Source: an optimization exercise on an open RTL-to-GDS flow (aim: small area, a short achievable clock period and few clock cycles per item). Production flows keep margins and buffers that such runs may drop.
No functional check of the RTL was part of this run.
No activity file was given, so power comes from the tool's default toggle rates.

**design/flow/config.mk**
```make
export PLATFORM = sky130hd
export DESIGN_NAME = cpu_top
export DESIGN_NICKNAME = cpu_top
export VERILOG_FILES = /design/flow/design.v
export SDC_FILE = /design/flow/constraint.sdc
export NUM_CORES = 4
export LEC_CHECK = 0
export CAP_MARGIN = 20
export CORE_MARGIN = 2
export CORE_UTILIZATION = 40
export SLEW_MARGIN = 20
```
**design/flow/constraint.sdc**
```tcl
create_clock -name core_clock -period 10.0 [get_ports {clk}]
set_input_delay 2.0000 -clock core_clock [delete_from_list [all_inputs] [get_ports {clk}]]
set_output_delay 2.0000 -clock core_clock [all_outputs]
set_load 0.01 [all_outputs]
```
**design/flow/design.v**
```verilog
package cpu_pkg;
   typedef logic [31:0] word_t;
   typedef logic [4:0]  reg_idx_t;
   typedef enum logic [2:0] {
      FETCH,
      DECODE,
      EXECUTE,
      MEMORY,
      WRITEBACK
   } stage_e;
   typedef enum logic [3:0] {
      RTYPE, ITYPE, STYPE, BTYPE, UTYPE, UPCTYPE, LTYPE, JTYPE, JRTYPE, NONE
   } itype_e;
   typedef enum logic [4:0] {
      ADD, SUB, SLL, SLT, SLTU, XOR, SRL, SRA, OR, AND, PASS_B,
      EQ, NE, LT, GE, LTU, GEU
   } alu_op_e;
   typedef struct packed {
      itype_e   itype;
      alu_op_e  op;
      reg_idx_t rd;
      reg_idx_t rs1;
      reg_idx_t rs2;
      word_t    imm;
   } decode_t;
   typedef struct packed {
      logic ir_load;
      logic readin_a;
      logic readin_b;
      logic readin_pass;
      logic wd_q_readin;
      logic wd_q;
      logic mem_we;
      logic pc_load;
   } ctrl_t;
   typedef struct packed {
      word_t addr;
      word_t wdata;
      logic  we;
   } mem_req_t;
   typedef struct packed {
      logic     valid;
      word_t    pc;
      reg_idx_t rd;
      word_t    wdata;
   } retire_t;
endpackage
module stage_counter
(
   input  logic   clk,
   input  logic   reset,
   output cpu_pkg::stage_e stage_o
);
   logic [2:0] cnt;
   always_ff @(posedge clk) begin
      if (!reset) begin
         cnt <= 3'(cpu_pkg::FETCH);
      end else if (cnt == 3'(5 - 1)) begin
         cnt <= 3'(cpu_pkg::FETCH);
      end else begin
         cnt <= cnt + 3'd1;
      end
   end
   assign stage_o = cpu_pkg::stage_e'(cnt);
endmodule
module control
(
   input  logic   clk,
   input  logic   reset,
   input  cpu_pkg::stage_e stage_i,
   input  cpu_pkg::word_t  rdata_i,
   input  cpu_pkg::itype_e itype_i,
   output cpu_pkg::word_t  ir_o,
   output cpu_pkg::ctrl_t  ctrl_o
);
   cpu_pkg::word_t  ir_q;
   cpu_pkg::ctrl_t  ctrl_q;
   cpu_pkg::ctrl_t  ctrl_d;
   cpu_pkg::stage_e stage_nxt;
   assign ir_o = ctrl_q.ir_load ? rdata_i : ir_q;
   always_ff @(posedge clk) begin
      if (ctrl_q.ir_load) begin
         ir_q <= rdata_i;
      end
   end
   assign stage_nxt = (stage_i == cpu_pkg::WRITEBACK) ? cpu_pkg::FETCH : cpu_pkg::stage_e'(stage_i + 3'd1);
   always_comb begin
      ctrl_d = '0;
      case (stage_nxt)
         cpu_pkg::FETCH: begin
            ctrl_d.ir_load = 1'b1;
         end
         cpu_pkg::DECODE: begin
            case (itype_i)
               cpu_pkg::RTYPE, cpu_pkg::ITYPE, cpu_pkg::LTYPE, cpu_pkg::UPCTYPE: begin
                  ctrl_d.readin_a = 1'b1;
                  ctrl_d.readin_b = 1'b1;
               end
               cpu_pkg::STYPE, cpu_pkg::BTYPE: begin
                  ctrl_d.readin_a    = 1'b1;
                  ctrl_d.readin_b    = 1'b1;
                  ctrl_d.readin_pass = 1'b1;
               end
               cpu_pkg::UTYPE, cpu_pkg::JRTYPE: begin
                  ctrl_d.readin_a = 1'b1;
               end
               default: begin
               end
            endcase
         end
         cpu_pkg::EXECUTE: begin
            ctrl_d.wd_q_readin = (itype_i == cpu_pkg::RTYPE || itype_i == cpu_pkg::ITYPE || itype_i == cpu_pkg::UPCTYPE || itype_i == cpu_pkg::STYPE || itype_i == cpu_pkg::LTYPE);
         end
         cpu_pkg::MEMORY: begin
            ctrl_d.mem_we      = (itype_i == cpu_pkg::STYPE);
            ctrl_d.wd_q_readin = (itype_i == cpu_pkg::LTYPE);
         end
         cpu_pkg::WRITEBACK: begin
            ctrl_d.pc_load = 1'b1;
            ctrl_d.wd_q    = (itype_i == cpu_pkg::RTYPE || itype_i == cpu_pkg::ITYPE || itype_i == cpu_pkg::UTYPE || itype_i == cpu_pkg::UPCTYPE || itype_i == cpu_pkg::LTYPE || itype_i == cpu_pkg::JTYPE || itype_i == cpu_pkg::JRTYPE);
         end
         default: begin
         end
      endcase
   end
   always_ff @(posedge clk) begin
      if (!reset) begin
         ctrl_q         <= '0;
         ctrl_q.ir_load <= 1'b1;
      end else begin
         ctrl_q <= ctrl_d;
      end
   end
   assign ctrl_o = ctrl_q;
endmodule
module decoder
(
   input  cpu_pkg::word_t   ir_i,
   output cpu_pkg::decode_t dec_o
);
   logic [6:0] opcode;
   logic [2:0] funct3;
   logic       alt;
   cpu_pkg::word_t      imm_i;
   cpu_pkg::word_t      imm_s;
   cpu_pkg::word_t      imm_b;
   cpu_pkg::word_t      imm_u;
   cpu_pkg::word_t      imm_j;
   cpu_pkg::alu_op_e    arith_op;
   assign opcode = ir_i[6:0];
   assign funct3 = ir_i[14:12];
   assign alt    = ir_i[30];
   assign imm_i = {{20{ir_i[31]}}, ir_i[31:20]};
   assign imm_s = {{20{ir_i[31]}}, ir_i[31:25], ir_i[11:7]};
   assign imm_b = {{19{ir_i[31]}}, ir_i[31], ir_i[7], ir_i[30:25], ir_i[11:8], 1'b0};
   assign imm_u = {ir_i[31:12], 12'd0};
   assign imm_j = {{11{ir_i[31]}}, ir_i[31], ir_i[19:12], ir_i[20], ir_i[30:21], 1'b0};
   always_comb begin
      case (funct3)
         3'b000:  arith_op = cpu_pkg::ADD;
         3'b001:  arith_op = cpu_pkg::SLL;
         3'b010:  arith_op = cpu_pkg::SLT;
         3'b011:  arith_op = cpu_pkg::SLTU;
         3'b100:  arith_op = cpu_pkg::XOR;
         3'b101:  arith_op = alt ? cpu_pkg::SRA : cpu_pkg::SRL;
         3'b110:  arith_op = cpu_pkg::OR;
         default: arith_op = cpu_pkg::AND;
      endcase
   end
   always_comb begin
      dec_o.rd    = ir_i[11:7];
      dec_o.rs1   = ir_i[19:15];
      dec_o.rs2   = ir_i[24:20];
      dec_o.itype = cpu_pkg::NONE;
      dec_o.op    = cpu_pkg::ADD;
      dec_o.imm   = '0;
      case (opcode)
         7'b0110011: begin
            dec_o.itype = cpu_pkg::RTYPE;
            dec_o.op    = (funct3 == 3'b000 && alt) ? cpu_pkg::SUB : arith_op;
         end
         7'b0010011: begin
            dec_o.itype = cpu_pkg::ITYPE;
            dec_o.op    = arith_op;
            dec_o.imm   = imm_i;
         end
         7'b0100011: begin
            dec_o.itype = cpu_pkg::STYPE;
            dec_o.imm   = imm_s;
         end
         7'b1100011: begin
            dec_o.itype = cpu_pkg::BTYPE;
            dec_o.imm   = imm_b;
            case (funct3)
               3'b001:  dec_o.op = cpu_pkg::NE;
               3'b100:  dec_o.op = cpu_pkg::LT;
               3'b101:  dec_o.op = cpu_pkg::GE;
               3'b110:  dec_o.op = cpu_pkg::LTU;
               3'b111:  dec_o.op = cpu_pkg::GEU;
               default: dec_o.op = cpu_pkg::EQ;
            endcase
         end
         7'b0110111: begin
            dec_o.itype = cpu_pkg::UTYPE;
            dec_o.op    = cpu_pkg::PASS_B;
            dec_o.imm   = imm_u;
         end
         7'b0010111: begin
            dec_o.itype = cpu_pkg::UPCTYPE;
            dec_o.imm   = imm_u;
         end
         7'b0000011: begin
            dec_o.itype = cpu_pkg::LTYPE;
            dec_o.imm   = imm_i;
         end
         7'b1101111: begin
            dec_o.itype = cpu_pkg::JTYPE;
            dec_o.imm   = imm_j;
         end
         7'b1100111: begin
            dec_o.itype = cpu_pkg::JRTYPE;
            dec_o.imm   = imm_i;
         end
         default: begin
         end
      endcase
   end
endmodule
module alu
(
   input  cpu_pkg::alu_op_e op_i,
   input  cpu_pkg::word_t   a_i,
   input  cpu_pkg::word_t   b_i,
   output cpu_pkg::word_t   result_o,
   output logic    taken_o
);
   logic       lt_s;
   logic       lt_u;
   logic       eq;
   logic [4:0] shamt;
   assign lt_s  = $signed(a_i) < $signed(b_i);
   assign lt_u  = a_i < b_i;
   assign eq    = (a_i == b_i);
   assign shamt = b_i[4:0];
   always_comb begin
      case (op_i)
         cpu_pkg::ADD:     result_o = a_i + b_i;
         cpu_pkg::SUB:     result_o = a_i - b_i;
         cpu_pkg::SLL:     result_o = a_i << shamt;
         cpu_pkg::SLT:     result_o = {31'd0, lt_s};
         cpu_pkg::SLTU:    result_o = {31'd0, lt_u};
         cpu_pkg::XOR:     result_o = a_i ^ b_i;
         cpu_pkg::SRL:     result_o = a_i >> shamt;
         cpu_pkg::SRA:     result_o = cpu_pkg::word_t'($signed(a_i) >>> shamt);
         cpu_pkg::OR:      result_o = a_i | b_i;
         cpu_pkg::AND:     result_o = a_i & b_i;
         cpu_pkg::PASS_B:  result_o = b_i;
         default: result_o = '0;
      endcase
   end
   always_comb begin
      case (op_i)
         cpu_pkg::EQ:      taken_o = eq;
         cpu_pkg::NE:      taken_o = !eq;
         cpu_pkg::LT:      taken_o = lt_s;
         cpu_pkg::GE:      taken_o = !lt_s;
         cpu_pkg::LTU:     taken_o = lt_u;
         cpu_pkg::GEU:     taken_o = !lt_u;
         default: taken_o = 1'b0;
      endcase
   end
endmodule
module reg_file
(
   input  logic     clk,
   input  logic     reset,
   input  cpu_pkg::reg_idx_t rs1_i,
   input  cpu_pkg::reg_idx_t rs2_i,
   input  cpu_pkg::reg_idx_t rd_i,
   input  logic     we_i,
   input  cpu_pkg::word_t    wdata_i,
   output cpu_pkg::word_t    rdata1_o,
   output cpu_pkg::word_t    rdata2_o
);
   cpu_pkg::word_t regs [32];
   always_ff @(posedge clk) begin
      if (!reset) begin
         regs[0] <= '0;
      end else if (we_i && rd_i != '0) begin
         regs[rd_i] <= wdata_i;
      end
   end
   assign rdata1_o = regs[rs1_i];
   assign rdata2_o = regs[rs2_i];
endmodule
module datapath
(
   input  logic     clk,
   input  logic     reset,
   input  cpu_pkg::ctrl_t    ctrl_i,
   input  cpu_pkg::decode_t  dec_i,
   input  cpu_pkg::stage_e   stage_i,
   input  cpu_pkg::word_t    rdata_i,
   output cpu_pkg::mem_req_t mem_o,
   output cpu_pkg::retire_t  retire_o
);
   cpu_pkg::word_t pc_q;
   cpu_pkg::word_t a_q;
   cpu_pkg::word_t b_q;
   cpu_pkg::word_t pass_q;
   cpu_pkg::word_t res_q;
   cpu_pkg::word_t rs1_data;
   cpu_pkg::word_t rs2_data;
   cpu_pkg::word_t alu_b;
   cpu_pkg::word_t alu_res;
   logic  taken;
   cpu_pkg::word_t pc_plus4;
   cpu_pkg::word_t jump_base;
   cpu_pkg::word_t jump_target;
   cpu_pkg::word_t pc_next;
   cpu_pkg::word_t wb_data;
   reg_file i_reg_file (
      .clk      (clk),
      .reset    (reset),
      .rs1_i    (dec_i.rs1),
      .rs2_i    (dec_i.rs2),
      .rd_i     (dec_i.rd),
      .we_i     (ctrl_i.wd_q),
      .wdata_i  (wb_data),
      .rdata1_o (rs1_data),
      .rdata2_o (rs2_data)
   );
   assign alu_b = (dec_i.itype == cpu_pkg::BTYPE) ? pass_q : b_q;
   alu i_alu (
      .op_i     (dec_i.op),
      .a_i      (a_q),
      .b_i      (alu_b),
      .result_o (alu_res),
      .taken_o  (taken)
   );
   always_ff @(posedge clk) begin
      if (ctrl_i.readin_a) begin
         a_q <= (dec_i.itype == cpu_pkg::UPCTYPE) ? pc_q : rs1_data;
      end
      if (ctrl_i.readin_b) begin
         b_q <= (dec_i.itype == cpu_pkg::RTYPE) ? rs2_data : dec_i.imm;
      end
      if (ctrl_i.readin_pass) begin
         pass_q <= rs2_data;
      end
   end
   always_ff @(posedge clk) begin
      if (!reset) begin
         res_q <= '0;
      end else if (ctrl_i.wd_q_readin) begin
         res_q <= (stage_i == cpu_pkg::MEMORY) ? rdata_i : alu_res;
      end
   end
   assign pc_plus4    = pc_q + 32'd4;
   assign jump_base   = (dec_i.itype == cpu_pkg::JRTYPE) ? a_q : pc_q;
   assign jump_target = (jump_base + dec_i.imm) & ~32'd1;
   always_comb begin
      case (dec_i.itype)
         cpu_pkg::JTYPE, cpu_pkg::JRTYPE: pc_next = jump_target;
         cpu_pkg::BTYPE:         pc_next = taken ? jump_target : pc_plus4;
         default:       pc_next = pc_plus4;
      endcase
      case (dec_i.itype)
         cpu_pkg::JTYPE, cpu_pkg::JRTYPE: wb_data = pc_plus4;
         cpu_pkg::UTYPE:         wb_data = dec_i.imm;
         default:       wb_data = res_q;
      endcase
   end
   always_ff @(posedge clk) begin
      if (!reset) begin
         pc_q <= 32'h0000_0000;
      end else if (ctrl_i.pc_load) begin
         pc_q <= pc_next;
      end
   end
   assign mem_o.addr  = (stage_i == cpu_pkg::MEMORY) ? res_q : pc_q;
   assign mem_o.wdata = pass_q;
   assign mem_o.we    = ctrl_i.mem_we;
   assign retire_o.valid = ctrl_i.pc_load;
   assign retire_o.pc    = pc_q;
   assign retire_o.rd    = ctrl_i.wd_q ? dec_i.rd : '0;
   assign retire_o.wdata = (ctrl_i.wd_q && dec_i.rd != '0) ? wb_data : '0;
endmodule
module cpu_top
(
   input  logic     clk,
   input  logic     reset,
   input  cpu_pkg::word_t    rdata_i,
   output cpu_pkg::mem_req_t mem_o,
   output cpu_pkg::retire_t  retire_o
);
   cpu_pkg::stage_e  stage;
   cpu_pkg::word_t   ir;
   cpu_pkg::ctrl_t   ctrl;
   cpu_pkg::decode_t dec;
   stage_counter i_stage_counter (
      .clk     (clk),
      .reset   (reset),
      .stage_o (stage)
   );
   control i_control (
      .clk     (clk),
      .reset   (reset),
      .stage_i (stage),
      .rdata_i (rdata_i),
      .itype_i (dec.itype),
      .ir_o    (ir),
      .ctrl_o  (ctrl)
   );
   decoder i_decoder (
      .ir_i  (ir),
      .dec_o (dec)
   );
   datapath i_datapath (
      .clk      (clk),
      .reset    (reset),
      .ctrl_i   (ctrl),
      .dec_i    (dec),
      .stage_i  (stage),
      .rdata_i  (rdata_i),
      .mem_o    (mem_o),
      .retire_o (retire_o)
   );
endmodule
```
**design/flow/run.sh**
```bash
#!/bin/bash
# synth_recipe.tcl (not shown) runs the flow's synth.tcl, then flattens the netlist and writes it again
# the make line also repeats each setting of config.mk as NAME=value (left out here)
make -C /OpenROAD-flow-scripts/flow DESIGN_CONFIG=/design/flow/config.mk WORK_HOME=/design/flow/orfs CLKGATE_MAP_FILE= SYNTH_SCRIPT=/design/flow/synth_recipe.tcl finish
```
==> results.txt <==
## metrics by stage
step,utilization [%],area (um^2)
finish,45.2,81500
detailed placement,42.7,76900
global placement,42.7,76900
global route,45.2,81500
CTS,45.2,81400
floorplan,-,72400
## area by class of cell
type	instances	area [um^2]	share of cell area, %
Clock buffer	174	3730	4.58
Tap cell	2370	2970	3.64
Multi-Input combinational cell	6139	33900	41.7
Clock inverter	79	781	0.958
Inverter	167	666	0.817
Antenna cell	9	22.5	0.0276
Timing Repair Buffer	396	3610	4.43
Sequential cell	1226	35800	43.9
## report_power, final
group	internal, mW	leakage [nW]	switching, mW
combinational	1.50	19.1	3.87
clock	2.89	2.20	2.29
sequential	5.62	9.46	0.0619
## synth_stat cells, drive strengths merged (14+ instances only)
cell type     n  area, um^2
inv         161         604
o31ai        22         194
dfxtp       106        2120
nor4         15         106
mux2i       120        1250
ha          129        1610
a221oi       50         444
and3        120         751
and2         26         164
nor2        330        1250
xor2         22         193
xnor2        50         438
o21a         14         105
a21boi       18         135
a311oi      272        2390
o21ai       241        1210
nand4        22         144
o221ai       25         225
a21o         33         248
nor2b        17         106
a31oi        76         482
clkbuf      548        2060
a22oi        23         178
o22ai        38         244
a211oi       37         295
mux2         98        1100
buf         116         567
edfxtp     1120       33600
nand3      1310        6560
o2111ai      14         129
a31o         39         342
a21oi       283        1430
o211ai       46         350
nand2      2355        8840
nor3         73         392
nand2b       26         163
## per-layer routing
metal  GRT usage (%)  vias up  routed length (um)
li1                -    29462                   -
met3            8.55     1343               39100
met5               0        -                 153
met2            53.8     5050              149000
met4            27.6       24               31000
met1            45.2    33689              125000
## state kept, by name, summed over array words and instances, names as in the netlist, 8 cells and up
register                    flops
i_datapath.a_q                 32
i_control.ctrl_q                8
i_datapath.pass_q              32
i_datapath.res_q               32
i_datapath.pc_q                31
i_control.ir_q                 32
i_datapath.b_q                 32
i_datapath.i_reg_file.regs   1024
## path summary, 6_finish.rpt
kind                                           from                  end  slack [ns]  cells after the start
worst max register to register  i_control.ctrl_q[7]  i_datapath.pc_q[14]        2.00                     25
worst min-delay path             i_control.ir_q[28]   i_control.ir_q[28]        0.51                      1
worst max-delay path                     rdata_i[5]  i_datapath.pc_q[14]        0.90                     26
worst min register to register   i_control.ir_q[28]   i_control.ir_q[28]        0.51                      1
## worst register-to-register path: cells and delay by family (launching register included)
| family | cells | cell delay [ns] |
|---|---|---|
| AOI/OAI and AO/OA | 4 | 0.84 |
| DFF | 1 | 0.57 |
| adders and majority gates | 2 | 0.56 |
| buffers and inverters | 5 | 1.25 |
| muxes | 4 | 1.98 |
| and+or+nand+nor | 10 | 2.72 |
## logic make-up after synthesis
kind of cell,share of synthesized area (%)
flops,49.4
mux,3.51
fa+ha+maj,2.29
simple gates,26.1
other cells,0.00518
compound gates,13.3
buf+inv,4.49
xor+xnor,0.871
==> results.txt <==
- The flow ran to the end and the layout has no timing, DRC or antenna violations.
- Of the available clock period, the critical path in the final layout requires 91.0%.
- The length of the first detailed-routing pass in iterations is 8.
- The maximum level of the CTS H-tree is 4.
- The critical path data arrival time is 9.84 ns.
- The number of buffers inserted for hold repair after clock tree synthesis is 0.
- Power spread over the standard cell area amounts to 199 nW/um^2.
- The tool flagged a number of max-cap violations equal to 0.
- The smallest hold slack is 0.511 ns.
- After clock tree synthesis, the repair step resized 0 gates.
- The clock slew at the register clock pins of the worst setup and hold paths is 0.06 ns.
- Port buffering added 167 buffers.
- The worst slew margin relative to its limit is 15.6%.
- After floorplanning, the core was sized to cover 180,000 um^2.
- The placed cell count is 10,297.
- The type of the most critical hold path is flop to flop.
- The flop and latch count out of synthesis is 1,226.
- The category of the worst setup path launch point is a primary input.
- The peak supply drop is 205 uV.
- The post-synthesis cell type count is 119.
- Setup repair after global routing left no endpoint under its margin.
- Counting along the longest clock path gives a buffer depth of 3.
- Cells with a size suffix above 1 make up 9.09% of the layout.
- The leakage power of the design is 30.7 nW.
- Across the routed clock network, the largest skew measured is 0.0698 ns.
- Data on the critical path is required at its endpoint by 10.74 ns.
- The net count of the finished layout is 8,235.
- The library cell used most frequently in the layout, excluding fill and tap cells, is sky130_fd_sc_hd__nand2_1.
- On the critical path, the stage with the largest delay is an instance of sky130_fd_sc_hd__mux2i_1.
- The clock latency on the worst-skew pair is 0.85 ns.
- Before CTS, the worst setup slack after placement is 0.281 ns.
- The average size of a mapped cell is 8.83 um^2.
- The final number of setup-violating endpoints is 0.
- The routed wire length per instance is 32.6 um.
- The horizontal extent of the die is 429 um.
- The number of inserted filler cells in the final layout is 17,042.
- The number of DRC markers after the initial detailed-route iteration is 10,242.
- The total of warnings raised by yosys is 6.
- The critical path class is primary input to flop.
- Detailed placement finished with a half-perimeter wire length of 217 mm.
- The die covers 184,000 um^2.
- STA classifies the critical path endpoint as a flop.
- The critical path contains buffers and inverters numbering 6 combined.
- The number of placement rows is 156.
- For this run, the top clock speed supported by timing is 110 MHz.
- For this run, the slowest stage of the critical path takes 0.82 ns.
- The count of boundary I/O pins is 169.
- The top fanout value on the critical path is 25.
- The root buffer cell chosen for the clock tree is sky130_fd_sc_hd__clkbuf_16.
- The total nets after synthesis is 8,361.
- The aggregate negative setup slack is 0 ns.
- The main flop type after synthesis is sky130_fd_sc_hd__edfxtp_1.
- The pin count of the biggest net entering global routing is 166.
- The final standard cell count with taps included and fillers excluded is 10,560.
- The number of endpoints with negative hold slack in the final report is 0.
- The library cells used most frequently in the layout, excluding fill and tap cells, are 2,351 x sky130_fd_sc_hd__nand2_1, 1,307 x sky130_fd_sc_hd__nand3_1, 1,120 x sky130_fd_sc_hd__edfxtp_1, 280 x sky130_fd_sc_hd__a21oi_1, 280 x sky130_fd_sc_hd__nor2_1.
- The number of global-route vias before repair is 64,427.
- The vertical die dimension is 429 um.
- The final-report max-slew violation count is 0.
- The final layout contains routed wiring with a total length of 344 mm.
- Counting every instance in the synthesized netlist gives 8,196.
- Dividing the detail-routed via count by the number of cells gives 6.59.
- TritonCTS built the clock tree.
- Counting every sink on the clock net gives 1,226.
- The number of antenna violations at the first check in global routing is 19.
- Setup slack on the critical path of the routed design comes to 0.902 ns.
- Summing internal, switching and leakage power gives 16.2 mW.
- The first global-routing pass estimated 481 mm of wire.
- Once the floorplan was initialized, standard cells occupied 40.2% of the core.
- The dominant delay contributor by cell family on the critical path is simple AND/OR/NAND/NOR gates.
- Counting flops with a built-in enable in the synthesized netlist gives 1,120.
- Clock tree synthesis inserted a total of 140 buffers.
- The overall overflow remaining after global route is 0.
- The area growth from synthesis to layout is 12.6%.
- The proportion of synthesized flip-flops having asynchronous set or reset is 0%.
- The share of the Yosys chip area taken by registers is 49.4%.
- The routed layout has 69,568 vias.
- In the routed design, unresolved DRC markers number 0.
- The total routing usage reported by global routing is 36.1%.
- The post-CTS setup buffer count is 0.
- At the pin with the least slew margin, the transition time is 1.27 ns.
- The final RePlAce weighted congestion is 1.09.
- The final critical-path required period is 9.10 ns.
- The post-synthesis cell area is 72,400 um^2.
- The cell with the most instances on the worst path is sky130_fd_sc_hd__mux2i_1.
- The number of nets still failing antenna checks after routing is 0.

[static timing again, ports no longer ideal]
The flow's constraints put no driver on any port. The routed layout listed below was extracted and timed again, unchanged, in two steps.
Step 1 assumes that a clkbuf_16 drives the clock port and a buf_2 every other input.
Step 2 adds t to the input delays and takes it off the output delays; t is the mean of the earliest and latest rising clock arrival at the registers after step 1. Input paths then give back, and output paths get back, about the clock's delay inside the block.
a / b / c = ideal ports / drivers / drivers and shift; a / b = the first two.
t, ns: 0.909
slack for setup (ns): 0.902 / 0.944 / 0.056
latest minus earliest clock arrival (ns): 0.071 / 0.071
pins driven straight from the clock port: 1
After both steps this run still meets setup and hold. For this run, drivers alone change the setup slack by +0.042 ns; drivers and shift together by -0.846 ns.
